What follows belongs to an exercise in optimizing a design on an open flow for small area, a short achievable clock period and few clock cycles per item; a production flow would make more cautious choices. Function was checked by simulation only, so behaviour that the tests miss may differ from the original. No activity file was given, so power comes from the tool's default toggle rates.

## heap_alloc_top
module heap_alloc_top (
  input  wire logic                      clk_i,
  input  wire logic                      rst_ni,
  input  wire heap_pkg::alloc_strategy_e strategy_i,
  input  wire logic                      req_valid_i,
  input  wire heap_pkg::heap_req_t       req_i,
  output logic                           req_ready_o,
  output logic                           rsp_valid_o,
  output heap_pkg::heap_rsp_t            rsp_o,
  input  wire logic                      rsp_ready_i
);
  logic [15:0] size_rnd;
  logic        in_big;
  logic [6:0]  in_val;
  assign size_rnd = (req_i.operand + 16'd7) & 16'hfff8;
  always_comb begin
    if (req_i.is_alloc) begin
      if (size_rnd < 16'd16) begin
        in_big = 1'b0;
        in_val = 7'd2;
      end else begin
        in_big = (size_rnd[15:10] != 6'd0) || (size_rnd[9:3] == 7'd127);   
        in_val = size_rnd[9:3];
      end
  ...
Size in the first run: roughly 6,100 cells after synthesis, ~320 flip-flops, roughly 34,000 um2 of cells after synthesis.
==> flow/config.mk <==
export PLATFORM = sky130hd
export DESIGN_NAME = heap_alloc_top
export DESIGN_NICKNAME = heap_alloc_top
export VERILOG_FILES = /design/flow/design.v
export SDC_FILE = /design/flow/constraint.sdc
export NUM_CORES = 4
export LEC_CHECK = 0
export ABC_AREA = 1
export CAP_MARGIN = 20
export CORE_MARGIN = 2
export CORE_UTILIZATION = 40
export SETUP_SLACK_MARGIN = 5
export SLEW_MARGIN = 20
==> flow/constraint.sdc <==
create_clock -name core_clock -period 10.0 [get_ports {clk_i}]
set_input_delay 2.0000 -clock core_clock [delete_from_list [all_inputs] [get_ports {clk_i}]]
set_output_delay 2.0000 -clock core_clock [all_outputs]
set_load 0.01 [all_outputs]
run.sh (not shown) runs the stock make flow with config.mk's settings and CLKGATE_MAP_FILE= SYNTH_SCRIPT=/design/flow/synth_recipe.tcl, a recipe that flattens the netlist after the stock synthesis.
Testbench counts at the start, summed over its fixed seeds: cycles 5,136, ops 4,800.
Then changed:
--- a/flow/design.v
+++ b/flow/design.v
@@ -79,36 +79,20 @@
   logic       ex_w_q;   
   logic       take, adv;
   assign req_ready_o = !tl_v_q;
   assign take        = req_valid_i && !tl_v_q;
   logic       pd_alloc_q;   
   logic       pd_free_q;    
   logic [6:0] pd_x_q;       
   logic [7:0] pd_n_q;       
-  logic [83:0] code_q;   
-  logic [41:0] fr_q;
-  logic [127:0] blk_q, free_q;   
+  logic [127:0] blk_q, free_q;
   logic [255:0] be;   
-  always_comb begin
-    blk_q  = '0;
-    free_q = '0;
-    blk_q[1]  = 1'b1;
-    free_q[1] = fr_q[0];
-    for (int m = 1; m <= 41; m++) begin
-      for (int r = 0; r < 3; r++) begin
-        if (3*m + r >= 4) begin
-          blk_q[3*m+r]  = (code_q[2*m +: 2] == 2'(r + 1));
-          free_q[3*m+r] = (code_q[2*m +: 2] == 2'(r + 1)) && fr_q[m];
-        end
-      end
-    end
-  end
   assign be = {128'hffffffff_ffffffff_ffffffff_ffffffff, blk_q};
-  logic [127:0] dec_x, dec_n, new_n;
+  logic [127:0] dec_x, dec_n;
   logic [127:0] blk_d, free_d;
   logic [7:0]  x_lo, n_lo;
   logic [15:0] x_hi, n_hi;
   always_comb begin
     for (int v = 0; v < 8; v++) begin
       x_lo[v] = (pd_x_q[2:0] == 3'(v));
       n_lo[v] = (pd_n_q[2:0] == 3'(v));
     end
@@ -119,63 +103,46 @@
     for (int i = 0; i < 128; i++) begin
       dec_x[i] = x_hi[i/8] && x_lo[i%8];
       dec_n[i] = n_hi[i/8] && n_lo[i%8];
     end
   end
   always_comb begin
     for (int i = 0; i < 128; i++) begin
       if (i == 1) begin
-        new_n[i]  = 1'b0;
         blk_d[i]  = 1'b1;
         free_d[i] = (free_q[i] && !(pd_alloc_q && dec_x[i])) || (pd_free_q && dec_x[i]);
       end else if (i >= 4 && i <= 125) begin
-        new_n[i]  = dec_n[i] && !(be[i] || be[i+1] || be[i+2]);
-        blk_d[i]  = blk_q[i] || new_n[i];
+        blk_d[i]  = blk_q[i] || (dec_n[i] && !(be[i] || be[i+1] || be[i+2]));
         free_d[i] = (free_q[i] && !(pd_alloc_q && dec_x[i])) || (pd_free_q && dec_x[i]) ||
-                    new_n[i];
+                    (dec_n[i] && !(be[i] || be[i+1] || be[i+2]));
       end else begin
-        new_n[i]  = 1'b0;
         blk_d[i]  = 1'b0;
         free_d[i] = 1'b0;
       end
     end
   end
   always_ff @(posedge clk_i) begin
     if (!rst_ni) begin
-      code_q <= '0;
-      fr_q <= 42'd1;
+      blk_q  <= 128'h2;
+      free_q <= 128'h2;
     end else begin
-      fr_q[0] <= free_d[1];
-      for (int m = 1; m <= 41; m++) begin
-        logic       nn;
-        logic [1:0] nc;
-        nn = 1'b0;
-        nc = code_q[2*m +: 2];
-        for (int r = 0; r < 3; r++) begin
-          if (new_n[3*m+r]) begin
-            nn = 1'b1;
-            nc = 2'(r + 1);
-          end
-        end
-        code_q[2*m +: 2] <= nc;
-        fr_q[m]   <= (fr_q[m] && !(pd_alloc_q && (dec_x[3*m] || dec_x[3*m+1] || dec_x[3*m+2]))) ||
-                     (pd_free_q && (dec_x[3*m] || dec_x[3*m+1] || dec_x[3*m+2])) || nn;
-      end
+      blk_q  <= blk_d;
+      free_q <= free_d;
     end
   end
   logic       win_ex;
   logic [6:0] t_w;
   assign win_ex = ex_v_q && ex_alloc_q && !ex_big_q && !ex_w_q;
   assign t_w    = win_ex ? ex_t_q : ws_val_q;
   logic [255:0] bw;   
   logic [255:0] l1, l2, l4, l8, l16, l32, l64;
   logic [255:0] w0, w1, w2, w3, w4, w5, w6, w7;
   logic [127:0] win_q;
-  assign bw  = {128'hffffffff_ffffffff_ffffffff_ffffffff, blk_q};
+  assign bw  = {128'hffffffff_ffffffff_ffffffff_ffffffff, blk_d};
   assign l1  = {1'b1, bw[255:1]};
   assign l2  = l1 | {1'b1, l1[255:1]};
   assign l4  = l2 | {{2{1'b1}}, l2[255:2]};
   assign l8  = l4 | {{4{1'b1}}, l4[255:4]};
   assign l16 = l8 | {{8{1'b1}}, l8[255:8]};
   assign l32 = l16 | {{16{1'b1}}, l16[255:16]};
   assign l64 = l32 | {{32{1'b1}}, l32[255:32]};
   assign w0 = '0;
@@ -201,24 +168,23 @@
   logic       any_fit, any_cand;
   logic [6:0] f_idx;   
   assign any_fit = |fit;
   heap_lowest_slot lowest_i (
     .v_i   (cand),
     .any_o (any_cand),
     .idx_o (f_idx)
   );
-  logic alloc_ok, can_exec, done, ex_out, ws_out, hazard;
+  logic alloc_ok, can_exec, done, ex_out, ws_out;
   assign alloc_ok = ex_alloc_q && !ex_big_q && any_cand;
   assign can_exec = ex_v_q && !win_ex;
   assign done     = !ex_alloc_q || ex_big_q || !ex_best_q || !any_fit || any_cand;
   assign adv      = can_exec && done && (!rsp_valid_o || rsp_ready_i);
   assign ex_out   = !ex_v_q || adv;   
   assign ws_out   = !ws_v_q || ex_out;
-  assign hazard   = !ex_alloc_q && pd_alloc_q && (|new_n) && (ex_val_q == pd_x_q);
   logic [6:0] ns_g, ns_p;
   logic [7:0] ns_c;
   logic [7:0] n_sum;
   always_comb begin
     ns_g = f_idx & ex_val_q;
     ns_p = f_idx ^ ex_val_q;
     ns_c[0] = 1'b1;
     for (int b = 0; b < 7; b++) begin
@@ -250,17 +216,17 @@
     if (!rst_ni) begin
       tl_v_q <= 1'b0;
       ws_v_q <= 1'b0;
       ex_v_q <= 1'b0;
       ex_w_q <= 1'b0;
     end else begin
       if (ex_out) begin
         ex_v_q <= ws_v_q;
-        ex_w_q <= ws_v_q && !(adv && hazard);
+        ex_w_q <= ws_v_q;
       end else begin
         ex_w_q <= win_ex;   
       end
       if (ws_out) begin
         ws_v_q <= tl_v_q || take;
         tl_v_q <= 1'b0;
       end else if (take) begin
         tl_v_q <= 1'b1;
Worst hold slack improved by 0.0075 ns.
Synthesized area is lower by 2.8%.
Core utilization is lower by 0.82 points.
Sequential share of layout area is higher by 7.5 points.
Combinational power is lower by 18%.
Sequential cell count is higher by 121.
Worst setup slack improved by 0.21 ns.
Die area is lower by 2.8%.
Global-route usage is lower by 8.9 points.
Testbench counts after the change, summed over its fixed seeds: cycles 5,116, ops 4,800.

-- separate check: timing with driven ports --
How much do the figures lean on ideal ports? The routed layouts below were timed once more, with nothing changed but the port constraints.
Step 1 (the two cells are an assumption about what drives the block):
set clk [get_ports {clk_i}]
set_driving_cell -lib_cell sky130_fd_sc_hd__clkbuf_16 $clk
set_driving_cell -lib_cell sky130_fd_sc_hd__buf_2 [delete_from_list [all_inputs] $clk]
Step 2 times the ports against the registers' clock, not the clock port: input delays grow and output delays shrink by t, the midpoint of the rising clock arrivals with the driver on.
a / b / c = ideal ports / drivers / drivers and shift; a / b = the first two.
run	t, ns	slack for setup (ns)	hold slack, ns	latest minus earliest clock arrival (ns)	pins driven straight from the clock port
the first run	0.703	5.068 / 5.068 / 4.893	0.420 / 0.420 / 0.420	0.044 / 0.044	1
the second run	0.705	5.278 / 5.278 / 5.187	0.427 / 0.427 / 0.427	0.054 / 0.054	1
After both steps setup and hold are still met in every run listed. The setup slack of the first run, which loses most, moves by 0.000 ns with the drivers and by -0.175 ns with both steps.
